Source: an optimization exercise on an open RTL-to-GDS flow (aim: small area). Production flows keep margins and buffers that such runs may drop. The RTL was checked by simulation tests, not by an equivalence proof against the original design. Power and IR drop assume default switching activity.

==> trial 98: inputs <==
Design memoria_dados, start of the top module:
module memoria_dados
(
  input  logic                     clock,
  input  logic                     reset_n,
  input  logic                     permisao_escrita,
  input  logic                     permisao_leitura,
  input  memoria_dados_pkg::addr_t endereco,
  input  memoria_dados_pkg::word_t dado_escrita,
  output memoria_dados_pkg::word_t dado_leitura
);
==> module sel_aoi3, before the edit <==
module sel_aoi3
(
  input  logic [2:0] dado,
  input  logic [2:0] sel,
  output logic       y_n
);
  assign y_n = ~|(dado & sel);
endmodule
==> module sel_escrita, before the edit <==
module sel_escrita
(
  input  logic w,
  input  logic w_n,
  input  logic d,
  input  logic q,
  output logic y
);
  assign y = (w & d) | (w_n & q);
endmodule
==> module memoria_dados, before the edit <==
module memoria_dados
(
  input  logic                     clock,
  input  logic                     reset_n,
  input  logic                     permisao_escrita,
  input  logic                     permisao_leitura,
  input  memoria_dados_pkg::addr_t endereco,
  input  memoria_dados_pkg::word_t dado_escrita,
  output memoria_dados_pkg::word_t dado_leitura
);
  localparam int NW = memoria_dados_pkg::NUM_WORDS;
  localparam int DW = memoria_dados_pkg::DATA_WIDTH;
  localparam int NG = (NW + 2) / 3;
  memoria_dados_pkg::idx_t indice;
  memoria_dados_pkg::word_t mem_q [NW];
  logic [NW-1:0] valido_q;
  decod_endereco_dados u_decod (
    .endereco(endereco),
    .indice(indice)
  );
  logic [NW-1:0] esc;
  logic [NW-1:0] esc_n;
  always_comb begin
    for (int i = 0; i < NW; i++) begin
      esc[i]   = permisao_escrita && indice == i[memoria_dados_pkg::WORD_INDEX_BITS-1:0];
      esc_n[i] = ~esc[i];
    end
  end
  memoria_dados_pkg::word_t mem_d [NW];
  for (genvar i = 0; i < NW; i++) begin : g_pal
    for (genvar b = 0; b < DW; b++) begin : g_bit
      sel_escrita u_esc (
        .w(esc[i]),
        .w_n(esc_n[i]),
        .d(dado_escrita[b]),
        .q(mem_q[i][b]),
        .y(mem_d[i][b])
      );
    end
  end
  always_ff @(posedge clock) begin
    for (int i = 0; i < NW; i++) mem_q[i] <= mem_d[i];
  end
  always_ff @(posedge clock or negedge reset_n) begin
    if (!reset_n) begin
      valido_q <= '0;
    end else begin
      for (int i = 0; i < NW; i++)
        if (esc[i]) valido_q[i] <= 1'b1;
    end
  end
  logic [3*NG-1:0] sel_leitura;
  always_comb begin
    sel_leitura = '0;
    for (int i = 0; i < NW; i++)
      sel_leitura[i] = permisao_leitura && valido_q[i] && indice == i[memoria_dados_pkg::WORD_INDEX_BITS-1:0];
  end
  for (genvar b = 0; b < DW; b++) begin : g_bit
    logic [3*NG-1:0] coluna;
    logic [NG-1:0]   parcial_n;
    for (genvar i = 0; i < 3*NG; i++) begin : g_col
      if (i < NW) begin : g_w
        assign coluna[i] = mem_q[i][b];
      end else begin : g_z
        assign coluna[i] = 1'b0;
      end
    end
    for (genvar g = 0; g < NG; g++) begin : g_grp
      sel_aoi3 u_aoi (
        .dado(coluna[3*g +: 3]),
        .sel(sel_leitura[3*g +: 3]),
        .y_n(parcial_n[g])
      );
    end
    assign dado_leitura[b] = ~&parcial_n;
  end
endmodule
export LEC_CHECK = 0
export CAP_MARGIN = 30
export CORE_MARGIN = 2
export CORE_UTILIZATION = 50
export CTS_BUF_LIST = sky130_fd_sc_hd__clkbuf_4 sky130_fd_sc_hd__clkbuf_8
export CTS_CLUSTER_DIAMETER = 80
export CTS_CLUSTER_SIZE = 16
export PLACE_DENSITY = 0.65
export SLEW_MARGIN = 20
export SYNTH_HIERARCHICAL = 1
export SYNTH_MINIMUM_KEEP_SIZE = 0
create_clock -name core_clock -period 12.0 [get_ports {clock}]
run.sh (not shown) runs the stock make flow with config.mk's settings and CLKGATE_MAP_FILE= SYNTH_SCRIPT=/design/flow/synth_recipe.tcl, a recipe that flattens the netlist after the stock synthesis.
==> trial 40: changes against trial 98 <==
==> flow/design.v (replaced) <==
package memoria_dados_pkg;
  localparam int DATA_WIDTH = 16;
  localparam int ADDR_WIDTH = 16;
  localparam int NUM_WORDS = 128;
  localparam int WORD_INDEX_BITS = $clog2(NUM_WORDS);
  typedef logic [DATA_WIDTH-1:0] word_t;
  typedef logic [ADDR_WIDTH-1:0] addr_t;
  typedef logic [WORD_INDEX_BITS-1:0] idx_t;
endpackage
module decod_endereco_dados
(
  input  memoria_dados_pkg::addr_t endereco,
  output memoria_dados_pkg::idx_t  indice
);
  assign indice = endereco[memoria_dados_pkg::WORD_INDEX_BITS:1];
endmodule
module celula_escrita
(
  input  logic esc_n,
  input  logic c,
  input  logic ret_n,
  input  logic q,
  output logic y
);
  assign y = ~((ret_n | q) & (esc_n | c));
endmodule
module leitura_par
(
  input  logic [1:0] sel_n,
  input  logic [1:0] q,
  output logic       y
);
  assign y = ~((sel_n[0] | q[0]) & (sel_n[1] | q[1]));
endmodule
module nao_e
(
  input  logic a,
  input  logic b,
  output logic y
);
  assign y = ~(a & b);
endmodule
module ou16
(
  input  logic [15:0] a,
  output logic        y
);
  assign y = |a;
endmodule
module ou4
(
  input  logic [3:0] a,
  output logic       y
);
  assign y = |a;
endmodule
module memoria_dados
(
  input  logic                     clock,
  input  logic                     reset_n,
  input  logic                     permisao_escrita,
  input  logic                     permisao_leitura,
  input  memoria_dados_pkg::addr_t endereco,
  input  memoria_dados_pkg::word_t dado_escrita,
  output memoria_dados_pkg::word_t dado_leitura
);
  localparam int NW = memoria_dados_pkg::NUM_WORDS;
  localparam int DW = memoria_dados_pkg::DATA_WIDTH;
  localparam int IB = memoria_dados_pkg::WORD_INDEX_BITS;
  localparam int NB = 8;
  localparam int NA = NW / NB;
  memoria_dados_pkg::idx_t indice;
  memoria_dados_pkg::word_t mem_q [NW];
  memoria_dados_pkg::word_t mem_d [NW];
  memoria_dados_pkg::word_t dado_cod;
  memoria_dados_pkg::word_t leitura;
  logic valido_q;
  logic fase_q;
  logic fase_d;
  decod_endereco_dados u_decod (
    .endereco(endereco),
    .indice(indice)
  );
  always_ff @(posedge clock or negedge reset_n) begin
    if (!reset_n) valido_q <= 1'b0;
    else if (permisao_escrita) valido_q <= 1'b1;
  end
  assign fase_d = valido_q && !fase_q;
  always_ff @(posedge clock) fase_q <= fase_d;
  logic [NB-1:0] esc_baixo;
  logic [NB-1:0] leit_baixo;
  logic [NA-1:0] alto;
  always_comb begin
    for (int j = 0; j < NB; j++) begin
      esc_baixo[j]  = permisao_escrita && indice[2:0] == j[2:0];
      leit_baixo[j] = permisao_leitura && valido_q && indice[2:0] == j[2:0];
    end
    for (int k = 0; k < NA; k++) alto[k] = indice[IB-1:3] == k[IB-4:0];
  end
  logic [NW-1:0] esc_n;
  logic [NW-1:0] ret_n;
  logic [NW-1:0] sel_n;
  for (genvar i = 0; i < NW; i++) begin : g_linha
    nao_e u_esc (.a(esc_baixo[i % NB]), .b(alto[i / NB]), .y(esc_n[i]));
    nao_e u_ret (.a(valido_q), .b(esc_n[i]), .y(ret_n[i]));
    nao_e u_sel (.a(leit_baixo[i % NB]), .b(alto[i / NB]), .y(sel_n[i]));
  end
  assign dado_cod = ~(dado_escrita ^ {DW{fase_d}});
  for (genvar i = 0; i < NW; i++) begin : g_pal
    for (genvar b = 0; b < DW; b++) begin : g_bit
      celula_escrita u_cel (
        .esc_n(esc_n[i]),
        .c(dado_cod[b]),
        .ret_n(ret_n[i]),
        .q(mem_q[i][b]),
        .y(mem_d[i][b])
      );
    end
  end
  always_ff @(posedge clock) begin
    for (int i = 0; i < NW; i++) mem_q[i] <= mem_d[i];
  end
  for (genvar b = 0; b < DW; b++) begin : g_leit
    logic [NW/2-1:0]  par;
    logic [NW/32-1:0] n2;
    for (genvar p = 0; p < NW/2; p++) begin : g_par
      leitura_par u_par (
        .sel_n(sel_n[2*p +: 2]),
        .q({mem_q[2*p+1][b], mem_q[2*p][b]}),
        .y(par[p])
      );
    end
    for (genvar g = 0; g < NW/32; g++) begin : g_n2
      ou16 u_n2 (.a(par[16*g +: 16]), .y(n2[g]));
    end
    ou4 u_fim (.a(n2), .y(leitura[b]));
  end
  assign dado_leitura = leitura ^ {DW{permisao_leitura && valido_q && !fase_q}};
endmodule
==> flow/flow/run.sh (new file) <==
#!/bin/bash
# The standard layout (the standard.sh: standard synthesis, floorplan,
# placement, CTS, routing), with two changes:
#  - port buffers are buf_1 cells instead of the resizer's default choice;
#  - CTS keeps the clustering of config.mk but inserts no dummy loads.
# Each tool's full output stays in the ORFS logs under orfs/logs; make's own
# output goes to standard.log in this folder.
set -euo pipefail
export BUFFER_PORTS_ARGS="-buffer_cell sky130_fd_sc_hd__buf_1"
export CTS_ARGS="-sink_clustering_enable -repair_clock_nets -sink_clustering_size 16 -sink_clustering_max_diameter 80 -buf_list sky130_fd_sc_hd__clkbuf_8 -dont_use_dummy_load"
bash standard.sh finish > standard.log 2>&1
==> flow/standard.sh (new file) <==
#!/bin/bash
# synth_recipe.tcl (not shown) runs the flow's synth.tcl, then flattens the netlist and writes it again
# the make line also repeats each setting of config.mk as NAME=value (left out here)
make -C /OpenROAD-flow-scripts/flow DESIGN_CONFIG=/design/flow/config.mk WORK_HOME=/design/flow/orfs CLKGATE_MAP_FILE= SYNTH_SCRIPT=/design/flow/synth_recipe.tcl "${@:-finish}"
- CORE_UTILIZATION: 50 -> 60
- CTS_BUF_LIST: sky130_fd_sc_hd__clkbuf_4 sky130_fd_sc_hd__clkbuf_8 -> sky130_fd_sc_hd__clkbuf_8
- PLACE_DENSITY: 0.65 -> 0.75
removed: flow/run.sh
==> results.txt <==
Against trial 40, the power of trial 98 is lower by about 8%. In trial 98 the global-route usage is lower than in trial 40, by 5.8 points. Against trial 98, the sequential share of layout area of trial 40 is higher by 4.2 points. In trial 98 the via count is larger than in trial 40, by about 0.7%. Between trial 98 and trial 40, the lower register-to-register slack is in trial 40 (gap 3.3 ns). Setup slack: trial 40 is better than trial 98 (0.58 ns).
==> figures <==
| item | trial 98 | trial 40 |
|---|---|---|
| Met1 layer usage reported by global route | 47.87% | 52.30% |
| Synth Area in XOR/XNOR | 0% | 0.4346% |
| Clock share of power | 29.2% | 22.7% |
| Tightest hold margin | 0.4626 ns | 0.4602 ns |
| Critical path arrival | 7.90 ns | 7.32 ns |
| Cell count along the critical path | 10 | 11 |
| Overall routing resource usage | 32.80% | 38.60% |
| Die Y-Extent | 388.9 um | 331.8 um |
| Worst path slowest cell | sky130_fd_sc_hd__nor4_2 | sky130_fd_sc_hd__nor4_1 |
| Placed inst area | 77740 um^2 | 67300 um^2 |
| Number of fill cells in the layout | 12440 | 8597 |
| Reg-to-reg setup timing slack | 11.21 ns | 7.88 ns |
| Half-perimeter wire length after placement | 155100 um | 137500 um |
| Run status | finished clean | finished clean |

port drivers added, routing unchanged:
The results above use ideal ports. As a check the final layouts listed here were re-extracted and re-timed, cells and wires unchanged. Step 1 (the two cells are an assumption about what drives the block):
set clk [get_ports {clock}]
set_driving_cell -lib_cell sky130_fd_sc_hd__clkbuf_16 $clk
set_driving_cell -lib_cell sky130_fd_sc_hd__buf_2 [delete_from_list [all_inputs] $clk]
Step 2 moves the port delays by t, midway between the first and last clock arrival at a register: inputs arrive t later, outputs are due t later. That takes back most of the time a late clock gives input paths. Slacks: ideal / step 1 / step 2; pairs: ideal / step 1.
| run | t (ns) | setup WS [ns] | hold WS [ns] | slew at the worst register clock pin (ns) | pins driven straight from the clock port |
|---|---|---|---|---|---|
| trial 98 | 1.012 | 1.702 / 1.609 / 1.609 | 0.463 / 0.463 / 0.463 | 0.12 / 0.12 | 1 |
| trial 40 | 0.921 | 2.283 / 2.169 / 2.169 | 0.460 / 0.460 / 0.460 | 0.11 / 0.11 | 1 |
After both steps every run listed still meets setup and hold. For trial 40, which loses most, drivers alone change the setup slack by -0.114 ns; drivers and shift together by -0.114 ns.
